Source: an optimization exercise on an open RTL-to-GDS flow (aim: small area and a short achievable clock period). Production flows keep margins and buffers that such runs may drop. The RTL was checked by simulation tests, not by an equivalence proof against the original design. No activity file was given, so power comes from the tool's default toggle rates.

==> flow/design.v <==
module data_memory_ctrl #(
  parameter  int DATA_W = 16,
  parameter  int ADDR_W = 8,
  localparam int BE_W   = DATA_W / 8
) (
  input  logic              clk,
  input  logic              rst,
  input  logic              req_valid,
  output logic              req_ready,
  input  logic              req_write,
  input  logic [ADDR_W-1:0] req_addr,
  input  logic [DATA_W-1:0] req_wdata,
  input  logic [BE_W-1:0]   req_be,
  output logic              rsp_valid,
  output logic [DATA_W-1:0] rsp_rdata,
  output logic              init_done
);
  localparam int DEPTH = 2 ** ADDR_W;
  localparam int LO_W  = ADDR_W / 2;
  localparam int HI_W  = ADDR_W - LO_W;
  localparam int NLO   = 2 ** LO_W;
  localparam int NHI   = 2 ** HI_W;
  logic              ready_q;
  logic              ready_o_q, init_o_q;  
  logic [ADDR_W-1:0] clr_cnt_q;
  logic              clr_all_q;   
  logic              rsp_valid_q;
  logic [2*NHI*DATA_W-1:0] half_all;  
  logic [NHI*DATA_W-1:0]   grp_n;     
  logic [4*DATA_W-1:0]     quad;      
  logic [2*DATA_W-1:0]     pair_n;    
  logic [2*DATA_W-1:0]     pair_nq;
  logic clr_last;
  assign clr_last = (clr_cnt_q == ADDR_W'(DEPTH - 1));
  always_ff @(posedge clk) begin
    if (rst) begin
      ready_q   <= 1'b0;
      clr_all_q <= 1'b1;
      ready_o_q <= 1'b0;
      init_o_q  <= 1'b0;
      clr_cnt_q <= '0;
    end else begin
      if (clr_last) ready_q <= 1'b1;
      clr_all_q <= 1'b0;
      ready_o_q <= ready_q || clr_last;
      init_o_q  <= ready_o_q || clr_last;
      clr_cnt_q <= clr_cnt_q + ADDR_W'(1);
    end
  end
  assign req_ready = ready_o_q;
  assign init_done = init_o_q;
  logic [NHI-1:0]      rd_hi;    
  logic [NHI*BE_W-1:0] wr_hi;    
  logic [BE_W-1:0]     wr_lane;
  logic [NHI*BE_W-1:0] wr_hi_n;
  assign wr_hi_n  = ~wr_hi;
  genvar h, l, i;
  generate
    for (i = 0; i < BE_W; i++) begin : g_lane
      assign wr_lane[i] = ready_q && req_valid && req_write && req_be[i];
    end
    for (h = 0; h < NHI; h++) begin : g_hi
      assign rd_hi[h]  = (req_addr[ADDR_W-1:LO_W] == HI_W'(h));
      for (i = 0; i < BE_W; i++) begin : g_lane
        assign wr_hi[h*BE_W+i] = wr_lane[i] && rd_hi[h];
      end
    end
    for (h = 0; h < 4; h++) begin : g_qtr
      logic [NLO-1:0]    rd_lo;     
      logic [NLO-1:0]    rd_lo_n;   
      logic [DATA_W-1:0] wdata;     
      logic [1:0]        clr_n;     
      dmem_dec4 u_dec (
        .a   (req_addr[LO_W-1:0]),
        .y   (rd_lo),
        .y_n (rd_lo_n)
      );
      dmem_wgate #(.W(DATA_W)) u_wgate (
        .d   (req_wdata),
        .clr (clr_all_q),
        .y   (wdata)
      );
      for (genvar k = 0; k < 2; k++) begin : g_clr
        dmem_inv u_inv (
          .a (clr_all_q),
          .y (clr_n[k])
        );
      end
    end
    for (h = 0; h < NHI; h++) begin : g_grp
      logic [NLO*DATA_W-1:0] mem_q;
      logic [NLO-1:0]        rd_lo, rd_lo_n;
      logic [DATA_W-1:0]     wdata;
      logic                  clr_all_n;
      assign rd_lo     = g_qtr[h/4].rd_lo;
      assign rd_lo_n   = g_qtr[h/4].rd_lo_n;
      assign wdata     = g_qtr[h/4].wdata;
      assign clr_all_n = g_qtr[h/4].clr_n[(h/2)%2];
      for (l = 0; l < NLO; l++) begin : g_word
        for (i = 0; i < BE_W; i++) begin : g_byte
          logic we;
          dmem_oai21 u_we (
            .a (wr_hi_n[h*BE_W+i]),
            .b (rd_lo_n[l]),
            .s (clr_all_n),
            .o (we)
          );
          always_ff @(posedge clk) begin
            if (we) mem_q[l*DATA_W + 8*i +: 8] <= wdata[8*i +: 8];
          end
        end
      end
      for (genvar b = 0; b < DATA_W; b++) begin : u_sel
        logic [5:0] t_n;
        for (genvar k = 0; k < 5; k++) begin : g_k
          dmem_aoi222 u_g (
            .s0 (rd_lo[3*k]),   .a (mem_q[(3*k)*DATA_W + b]),
            .s1 (rd_lo[3*k+1]), .b (mem_q[(3*k+1)*DATA_W + b]),
            .s2 (rd_lo[3*k+2]), .c (mem_q[(3*k+2)*DATA_W + b]),
            .o  (t_n[k])
          );
        end
        dmem_nand2 u_last (
          .a (rd_lo[15]),
          .b (mem_q[15*DATA_W + b]),
          .o (t_n[5])
        );
        dmem_nand3 u_h0 (
          .a (t_n[0]), .b (t_n[1]), .c (t_n[2]),
          .o (half_all[(2*h)*DATA_W + b])
        );
        dmem_nand3 u_h1 (
          .a (t_n[3]), .b (t_n[4]), .c (t_n[5]),
          .o (half_all[(2*h+1)*DATA_W + b])
        );
      end
      for (genvar b = 0; b < DATA_W; b++) begin : u_grp
        dmem_oai21 u_g (
          .a (half_all[(2*h)*DATA_W + b]),
          .b (half_all[(2*h+1)*DATA_W + b]),
          .s (rd_hi[h]),
          .o (grp_n[h*DATA_W + b])
        );
      end
    end
  endgenerate
  always_ff @(posedge clk) begin
    if (rst) rsp_valid_q <= 1'b0;
    else     rsp_valid_q <= req_valid && ready_q && !req_write;
  end
  generate
    for (h = 0; h < 4; h++) begin : g_quad
      for (genvar b = 0; b < DATA_W; b++) begin : u_nand
        dmem_nand4 u_g (
          .a (grp_n[(4*h+0)*DATA_W + b]),
          .b (grp_n[(4*h+1)*DATA_W + b]),
          .c (grp_n[(4*h+2)*DATA_W + b]),
          .d (grp_n[(4*h+3)*DATA_W + b]),
          .o (quad[h*DATA_W + b])
        );
      end
    end
  endgenerate
  generate
    for (h = 0; h < 2; h++) begin : g_nor
      for (genvar b = 0; b < DATA_W; b++) begin : u_nor
        dmem_nor2 u_g (
          .a (quad[(2*h)*DATA_W + b]),
          .b (quad[(2*h+1)*DATA_W + b]),
          .o (pair_n[h*DATA_W + b])
        );
      end
    end
  endgenerate
  always_ff @(posedge clk) pair_nq <= pair_n;
  for (genvar b = 0; b < DATA_W; b++) begin : u_rd_out
    dmem_nand2 u_g (
      .a (pair_nq[b]),
      .b (pair_nq[DATA_W + b]),
      .o (rsp_rdata[b])
    );
  end
  assign rsp_valid = rsp_valid_q;
endmodule
module dmem_aoi22 (
  input  logic s0, a, s1, b,
  output logic o
);
  assign o = ~((a & s0) | (b & s1));
endmodule
module dmem_dec4 (
  input  logic [3:0]  a,
  output logic [15:0] y,
  output logic [15:0] y_n
);
  for (genvar k = 0; k < 16; k++) begin : g_k
    assign y[k]   = (a == 4'(k));
    assign y_n[k] = (a != 4'(k));
  end
endmodule
module dmem_wgate #(parameter int W = 16) (
  input  logic [W-1:0] d,
  input  logic         clr,
  output logic [W-1:0] y
);
  assign y = clr ? '0 : d;
endmodule
module dmem_inv (
  input  logic a,
  output logic y
);
  assign y = ~a;
endmodule
module dmem_aoi222 (
  input  logic s0, a, s1, b, s2, c,
  output logic o
);
  assign o = ~((a & s0) | (b & s1) | (c & s2));
endmodule
module dmem_nand3 (
  input  logic a, b, c,
  output logic o
);
  assign o = ~(a & b & c);
endmodule
module dmem_oai21 (
  input  logic a, b, s,
  output logic o
);
  assign o = ~((a | b) & s);
endmodule
module dmem_nand4 (
  input  logic a, b, c, d,
  output logic o
);
  assign o = ~(a & b & c & d);
endmodule
module dmem_nor2 (
  input  logic a, b,
  output logic o
);
  assign o = ~(a | b);
endmodule
module dmem_nand2 (
  input  logic a, b,
  output logic o
);
  assign o = ~(a & b);
endmodule
==> flow/config.mk <==
export PLATFORM = sky130hd
export DESIGN_NAME = data_memory_ctrl
export DESIGN_NICKNAME = data_memory_ctrl
export VERILOG_FILES = /design/flow/design.v
export SDC_FILE = /design/flow/constraint.sdc
export NUM_CORES = 4
export LEC_CHECK = 0
export CAP_MARGIN = 20
export CORE_MARGIN = 2
export CORE_UTILIZATION = 40
export CTS_BUF_LIST = sky130_fd_sc_hd__clkbuf_8 sky130_fd_sc_hd__clkbuf_16
export CTS_CLUSTER_DIAMETER = 70
export CTS_CLUSTER_SIZE = 24
export SETUP_SLACK_MARGIN = 3.9
export SLEW_MARGIN = 20
export SYNTH_HIERARCHICAL = 1
==> flow/constraint.sdc <==
create_clock -name core_clock -period 7.0 [get_ports {clk}]
set_input_delay 1.4000 -clock core_clock [delete_from_list [all_inputs] [get_ports {clk}]]
set_output_delay 1.4000 -clock core_clock [all_outputs]
set_load 0.01 [all_outputs]
run.sh (not shown) runs the stock make flow with config.mk's settings and CLKGATE_MAP_FILE= SYNTH_SCRIPT=/design/flow/synth_recipe.tcl, a recipe that flattens the netlist after the stock synthesis.
The baseline passed the timing, DRC and antenna checks.
==> next run, changes <==
Settings changed: SETUP_SLACK_MARGIN 3.9 to 4.1.
Effect:
- The new run finished clean
- die area is unchanged
- power barely changes
- wire length rises by 0.56%
- clock skew falls by 0.0041 ns
- clock-buffer cell count falls by 4
- fmax rises by 5.5%

separate check: timing with driven ports:
The results above use ideal ports. As a check the final layouts listed here were re-extracted and re-timed, cells and wires unchanged. Step 1 (the two cells are an assumption about what drives the block):
set clk [get_ports {clk}]
set_driving_cell -lib_cell sky130_fd_sc_hd__clkbuf_16 $clk
set_driving_cell -lib_cell sky130_fd_sc_hd__buf_2 [delete_from_list [all_inputs] $clk]
Step 2 adds t to the input delays and takes it off the output delays; t is the mean of the earliest and latest rising clock arrival at the registers after step 1. Input paths then give back, and output paths get back, about the clock's delay inside the block. Slacks: ideal ports / drivers / drivers and shift; pairs: ideal ports / drivers.
run | t, ns | setup WS [ns] | hold WS [ns] | worst setup path at the end | pins driven straight from the clock port
the first run | 1.026 | 3.710 / 3.334 / 2.308 | 0.459 / 0.459 / 0.459 | input to register | 1
the second run | 1.004 | 3.882 / 3.517 / 2.513 | 0.477 / 0.477 / 0.477 | input to register | 1
After both steps setup and hold are still met in every run listed. For the first run, which loses most, drivers alone change the setup slack by -0.376 ns; drivers and shift together by -1.402 ns.
